This is an optimization exercise on Yosys and OpenROAD, whose aim is small area, a short achievable clock period and few clock cycles per item, not a production implementation.
In this exercise RTL edits were held to simulation tests only and were not proved equivalent to the original.
No activity file was given, so power comes from the tool's default toggle rates.

// voice_gen
module voice_gen #(
    parameter int unsigned NUM_VOICES = 16,
    parameter logic [22:0] LFSR_SEED  = 23'h7FFFF8
) (
    input  logic        clk_i,
    input  logic        rst_i,
    input  logic        start_i,
    input  logic [3:0]  voice_idx_i,
    input  logic [15:0] freq_i,
    input  logic [11:0] pw_i,
    input  logic [3:0]  wave_i,
    output logic        ready_o,
    output logic [9:0]  wave_o
);
Size: roughly 1900 cells after synthesis, ~850 flip-flops, about 50 I/O pins.
make LEC_CHECK=0 CAP_MARGIN=20 CORE_MARGIN=2 CORE_UTILIZATION=40 CTS_CLUSTER_DIAMETER=80 CTS_CLUSTER_SIZE=24 SETUP_SLACK_MARGIN=2.8 SLEW_MARGIN=20 finish   # period 6.5 ns
run.sh (not shown) runs the stock make flow with config.mk's settings and CLKGATE_MAP_FILE= SYNTH_SCRIPT=/design/flow/synth_recipe.tcl, a recipe that flattens the netlist after the stock synthesis.
The first run passed the timing, DRC and antenna checks.
Testbench counts at the start, summed over its fixed seeds: cycles 32,000, items 32,000.
Rerun with:
- SETUP_SLACK_MARGIN: 2.8 -> 2.5
Result:
- critical path depth shrinks by 1
- utilization shrinks by 2.6 points
- wire length shrinks by 7.7%
- total power shrinks by 3.8%
Rerun with:
- SETUP_SLACK_MARGIN: 2.5 -> 2.6
After rerunning: Non-clock buffer count rose by 47; hold slack improves by 0.0030 ns; core utilization rose by 0.78 points; register-to-register slack improves by 0.02 ns; clock skew barely changes; sequential cell count is unchanged; clock power rose by a few percent; wire length rose by a few percent; total power rose slightly.
Rerun with:
- CORE_UTILIZATION: 40 -> 50
- PLACE_DENSITY: default -> 0.72
Effect: Via count is higher by about 1%. Combinational power stays flat. Worst hold slack gets better by 0.0096 ns. Area after synthesis is unchanged. Cell area fell by 0.82%. Setup slack gets worse by 0.023 ns. Die area drops by 20%.
Rerun with:
- CORE_UTILIZATION: 50 -> 40
- PLACE_DENSITY: 0.72 -> default
- SETUP_SLACK_MARGIN: 2.6 -> 2.2
After rerunning: Clock skew goes up by 0.018 ns. First-iteration DRC count goes down by 19%. Final area goes down by about 2.4%. Via count goes down by about 5%. Setup slack is worse by 0.12 ns.

* * *

## harbor
voice_gen, a different RTL version from the one above (not shown whole).
Size: roughly 50 I/O pins.
==> flow/design.v (excerpt) <==
module voice_gen #(
    parameter int unsigned NUM_VOICES = 16,
    parameter logic [22:0] LFSR_SEED  = 23'h7FFFF8
) (
    input  logic        clk_i,
    input  logic        rst_i,
    input  logic        start_i,
    input  logic [3:0]  voice_idx_i,
    input  logic [15:0] freq_i,
    input  logic [11:0] pw_i,
    input  logic [3:0]  wave_i,
    output logic        ready_o,
    output logic [9:0]  wave_o
);
clock: 6.5 ns
lec_check: 0
cap_margin: 20
core_margin: 2
core_utilization: 40
cts_cluster_diameter: 80
cts_cluster_size: 24
setup_slack_margin: 2.0
slew_margin: 20
standard.sh (not shown) runs the stock make flow with config.mk's settings and CLKGATE_MAP_FILE= SYNTH_SCRIPT=/design/flow/synth_recipe.tcl, a recipe that flattens the netlist after the stock synthesis.
==> flow/flow/run.sh <==
#!/bin/bash
# The standard layout (standard synthesis unchanged), with two changes after
# synthesis: the port buffers are buf_2 cells rather than clkdlybuf4s50_1 delay
# cells, and clock tree synthesis inserts no dummy loads. The make output
# (every tool's log is also under orfs/logs) goes to standard.log.
set -euo pipefail
bash standard.sh \
  "BUFFER_PORTS_ARGS=-buffer_cell sky130_fd_sc_hd__buf_2" \
  "CTS_ARGS=-sink_clustering_enable -repair_clock_nets -sink_clustering_size 24 -sink_clustering_max_diameter 80 -dont_use_dummy_load" \
  finish > standard.log 2>&1
harbor | status: complete | timing, DRC, antenna: pass
Testbench counts of harbor, summed over its fixed seeds: cycles 32,000, items 32,000.
Input-level comparison between amber and harbor:
==> flow/run.sh (new file) <==
#!/bin/bash
# synth_recipe.tcl (not shown) runs the flow's synth.tcl, then flattens the netlist and writes it again
# the make line also repeats each setting of config.mk as NAME=value (left out here)
make -C /OpenROAD-flow-scripts/flow DESIGN_CONFIG=/design/flow/config.mk WORK_HOME=/design/flow/orfs CLKGATE_MAP_FILE= SYNTH_SCRIPT=/design/flow/synth_recipe.tcl finish
removed: flow/flow/run.sh
removed: flow/standard.sh
### Flow results
[amber vs harbor] core occupancy in the finished layout: higher in amber. When the final numbers for harbor and amber were put side by side, the first-pass GRT wire length turned out to be smaller in amber. Summary of amber over harbor: total wirelength of the detailed-routed design now sits lower, register-to-register setup slack -30 ps, met1 layer usage reported by global route now sits at about the same level.
Input changes introduced in tundra (baseline for comparison: amber):
- swapping 2.0 for 2.4 in SETUP_SLACK_MARGIN
### Flow results
- In the flow results for amber and tundra, the setup clock skew after layout is larger on amber.
- tundra ends up with lower clock-buffer cell count than amber does.
- tundra vs amber on post-layout total power: tundra is the lower one.
- As far as total stage count of the critical path goes, amber and tundra are indistinguishable; the numbers are identical.
- Actual transition at the worst max-transition pin: tundra vs amber down 120 ps
- Compared with amber, tundra shows a lower final cycle utilization of the critical path.
- Standard cell area after detailed placement for tundra is higher than for amber.
- Utilization (higher): tundra

what the ideal ports hide:
How much do the figures lean on ideal ports? The routed layouts below were timed once more, with nothing changed but the port constraints. Step 1: set_driving_cell puts a clkbuf_16 on clk_i and a buf_2 on each other input, an assumption about the parent block. Step 2 moves the port delays by t, midway between the first and last clock arrival at a register: inputs arrive t later, outputs are due t later. That takes back most of the time a late clock gives input paths. Three values: ideal ports, drivers, drivers and shift; two values: the first two.
| run | shift t [ns] | setup WS [ns] | worst slew at a driven data input, ns | cell pins on the clock port's net |
|---|---|---|---|---|
| the first run of note 1 | 0.676 | 2.456 / 2.389 / 1.740 | 0.18 | 1 |
| the second run of note 1 | 0.662 | 2.526 / 2.446 / 1.784 | 0.19 | 1 |
| the third run of note 1 | 0.672 | 2.443 / 2.382 / 1.816 | 0.14 | 1 |
| the fourth run of note 1 | 0.669 | 2.420 / 2.352 / 1.683 | 0.17 | 1 |
| the fifth run of note 1 | 0.674 | 2.297 / 2.232 / 1.677 | 0.06 | 1 |
| harbor | 0.647 | 2.052 / 1.991 / 1.393 | 0.10 | 1 |
| amber | 0.670 | 2.001 / 1.940 / 1.468 | 0.14 | 1 |
| tundra | 0.656 | 2.084 / 2.023 / 1.527 | 0.15 | 1 |
After both steps every run listed still meets setup and hold. For the second run of note 1, which loses most, drivers alone change the setup slack by -0.080 ns; drivers and shift together by -0.742 ns.
